Source: an optimization exercise on an open RTL-to-GDS flow (aim: small area, a short achievable clock period and few clock cycles). Production flows keep margins and buffers that such runs may drop. In this exercise RTL edits were held to simulation tests only and were not proved equivalent to the original. No activity file was given, so power comes from the tool's default toggle rates.

Design rv_core, start of the top module:
module rv_core #(
    parameter logic [rv_pkg::addr_w-1:0] reset_pc = '0
) (
    input  logic                      clk,
    input  logic                      rst_n,
    output logic [rv_pkg::addr_w-1:0] icache_addr,
    input  logic [31:0]               icache_rdata,
    input  logic                      icache_stall,
    output logic                      dcache_ren,
    output logic                      dcache_wen,
    output logic [rv_pkg::addr_w-1:0] dcache_addr,
    output logic [31:0]               dcache_wdata,
    input  logic [31:0]               dcache_rdata,
    input  logic                      dcache_stall
);
Size in the first run: roughly 1,400 flip-flops, roughly 160 I/O pins, about 60,000 sq um of cells after synthesis.
==> flow/config.mk <==
export PLATFORM = sky130hd
export DESIGN_NAME = rv_core
export DESIGN_NICKNAME = rv_core
export VERILOG_FILES = /design/flow/design.v
export SDC_FILE = /design/flow/constraint.sdc
export NUM_CORES = 8
export LEC_CHECK = 0
export CAP_MARGIN = 20
export CORE_MARGIN = 2
export CORE_UTILIZATION = 50
export CTS_CLUSTER_DIAMETER = 100
export CTS_CLUSTER_SIZE = 25
export PLACE_DENSITY = 0.6
export SETUP_SLACK_MARGIN = 4.7
export SLEW_MARGIN = 20
==> flow/constraint.sdc <==
create_clock -name core_clock -period 7.5 [get_ports {clk}]
set_input_delay 1.5000 -clock core_clock [delete_from_list [all_inputs] [get_ports {clk}]]
set_output_delay 1.5000 -clock core_clock [all_outputs]
set_load 0.01 [all_outputs]
standard.sh (not shown) runs the stock make flow with config.mk's settings and CLKGATE_MAP_FILE= SYNTH_SCRIPT=/design/flow/synth_recipe.tcl, a recipe that flattens the netlist after the stock synthesis.
==> flow/flow/run.sh <==
#!/bin/bash
# standard layout, with the port buffers and timing repair free to pick any
# buffer and drive strength (not only the same cell footprint)
set -euo pipefail
bash standard.sh MATCH_CELL_FOOTPRINT=0 "BUFFER_PORTS_ARGS=-buffer_cell sky130_fd_sc_hd__buf_2" finish > make_finish.log 2>&1
Testbench counts at the start, summed over its fixed seeds: cycles 14,420.
Rerun with:
- PLACE_DENSITY: 0.6 -> 0.65
- SETUP_SLACK_MARGIN: 4.7 -> 4.6
Synthesized area is unchanged; combinational power decreases by about 14%; cell area decreases by 2.4%; hold slack loses 0.011 ns; cell count decreases by about 1.3%.
Rerun with:
- CTS_CLUSTER_DIAMETER: 100 -> 80
- CTS_CLUSTER_SIZE: 25 -> 20
- PLACE_DENSITY: 0.65 -> 0.6
- SETUP_SLACK_MARGIN: 4.6 -> 4.65
Effect: Sequential share of layout area goes down by 1.5 points. Utilization goes up by 1.5 points. Count of clock-buffer cells in the layout goes up by 29. Design area goes up by a few percent.
Rerun with:
==> flow/flow/run.sh (replaced) <==
#!/bin/bash
# standard layout, with the port buffers and timing repair free to pick any
# buffer and drive strength (not only the same cell footprint)
set -euo pipefail
bash standard.sh MATCH_CELL_FOOTPRINT=0 "BUFFER_PORTS_ARGS=-buffer_cell sky130_fd_sc_hd__buf_1" finish > make_finish.log 2>&1
- CTS_CLUSTER_DIAMETER: 80 -> 100
- CTS_CLUSTER_SIZE: 20 -> 25
- SETUP_SLACK_MARGIN: 4.65 -> 4.6
Clock power came out lower by 15%.
Maximum frequency is lower by 5.9%.
Flip-flop and latch count is unchanged.
Global-route usage shrinks by 0.60 points.
Clock skew decreases by 0.0081 ns.
Final cell count came out lower by 1.3%.
Register-to-register slack gets worse by 0.21 ns.
Core utilization came out lower by 1.4 points.
Critical path depth rises by 4.
Final area falls by 2.5%.
Rerun with:
==> flow/flow/run.sh (replaced) <==
#!/bin/bash
# standard layout, with the port buffers and timing repair free to pick any
# buffer and drive strength (not only the same cell footprint)
set -euo pipefail
bash standard.sh MATCH_CELL_FOOTPRINT=0 "BUFFER_PORTS_ARGS=-buffer_cell sky130_fd_sc_hd__buf_2" finish > make_finish.log 2>&1
- SETUP_SLACK_MARGIN: 4.6 -> 4.5
Outcome: The new run completed without violations. Utilization hardly moves. Power increases by 1.5%. Register-to-register slack loses 0.08 ns. Clock skew decreases by 0.0033 ns. Synthesized area stays the same. Maximum frequency decreases by 2.6%. Cell area is about the same. Worst setup slack loses 0.085 ns. Wire length decreases by 0.72%. First-iteration DRC count decreases by 1.9%. Die area stays the same.
Rerun with:
- CTS_CLUSTER_DIAMETER: 100 -> 80
- CTS_CLUSTER_SIZE: 25 -> 20
- SETUP_SLACK_MARGIN: 4.5 -> 4.6
The changed run produced a clean layout.
Utilization increases by 0.70 points.
Global-route usage rises by 1.1 points.
Sequential power barely changes.
Routed wire length came out higher by 2.5%.


== run Z ==
Another version of the RTL of rv_core (not shown whole).
Size: ~4700 cells after synthesis, about 160 I/O pins.
Settings: LEC_CHECK=0, CAP_MARGIN=20, CORE_MARGIN=2, CORE_UTILIZATION=30, PLACE_DENSITY=0.5, SETUP_SLACK_MARGIN=4.0, SLEW_MARGIN=20; clock period 7.5 ns.
run.sh (not shown) runs the stock make flow with config.mk's settings and CLKGATE_MAP_FILE= SYNTH_SCRIPT=/design/flow/synth_recipe.tcl, a recipe that flattens the netlist after the stock synthesis.
Stock flow here: none of the scripts above is used.
Testbench counts of run Z, summed over its fixed seeds: cycles 14,420.
#### Input delta (run C over run Z)
--- a/flow/config.mk
+++ b/flow/config.mk
@@ -12 +12 @@
-export SETUP_SLACK_MARGIN = 4.0
+export SETUP_SLACK_MARGIN = 4.5
### Flow results
Run Z has a higher post-route fraction of the period consumed by the critical path than run C.
Against run Z, run C reports a number of gates given a new drive strength after cts that is higher.
Comparing run Z and run C, number of global-route vias before repair is higher on run C.
Measured against each other, run Z and run C differ in number of signal-net buffers in the layout, the higher figure coming from run C.
The highest net fanout along the worst path number comes out higher for run Z vs run C.
Run C against run Z; routed length per placed instance is up by a few percent.
In the route summary, run C ends up with a via count exceeding that of run Z.
In the metrics for run Z and run C, the one carrying the lower critical path depth is run Z.
| worst setup timing slack at the placement stage | run C vs run Z | 0.048 ns higher |
Diff run Z -> run C: global-route track usage on met2 went up by 2.0 points; power density over the cells fell by about 5.5%.
Worst setup path startpoint: dcache_stall -> run Z, e_bx[4]$_DFF_P_ -> run C

[afterwards: timing with drivers on the ports]
The results above use ideal ports. As a check the final layouts listed here were re-extracted and re-timed, cells and wires unchanged. Step 1 (the two cells are an assumption about what drives the block):
set clk [get_ports {clk}]
set_driving_cell -lib_cell sky130_fd_sc_hd__clkbuf_16 $clk
set_driving_cell -lib_cell sky130_fd_sc_hd__buf_2 [delete_from_list [all_inputs] $clk]
Step 2 moves the port delays by t, midway between the first and last clock arrival at a register: inputs arrive t later, outputs are due t later. That takes back most of the time a late clock gives input paths. Three values: no drivers, after step 1, after step 2; two values: the first two.
| run | shift t [ns] | setup WS [ns] | latest minus earliest clock arrival (ns) |
|---|---|---|---|
| the first run of note 1 | 0.768 | 4.533 / 4.533 / 3.921 | 0.042 / 0.042 |
| the second run of note 1 | 0.819 | 4.451 / 4.451 / 3.863 | 0.043 / 0.043 |
| the third run of note 1 | 0.789 | 4.528 / 4.445 / 4.028 | 0.049 / 0.049 |
| the fourth run of note 1 | 0.829 | 4.340 / 4.340 / 3.858 | 0.042 / 0.042 |
| the fifth run of note 1 | 0.778 | 4.255 / 4.255 / 3.909 | 0.039 / 0.039 |
| the sixth run of note 1 | 0.795 | 4.486 / 4.476 / 3.941 | 0.041 / 0.041 |
| run Z | 0.913 | 3.865 / 3.877 / 3.000 | 0.048 / 0.049 |
| run C | 0.891 | 4.124 / 4.124 / 3.357 | 0.042 / 0.043 |
After both steps setup and hold are still met in every run listed. The setup slack of run Z, which loses most, moves by +0.012 ns with the drivers and by -0.865 ns with both steps.
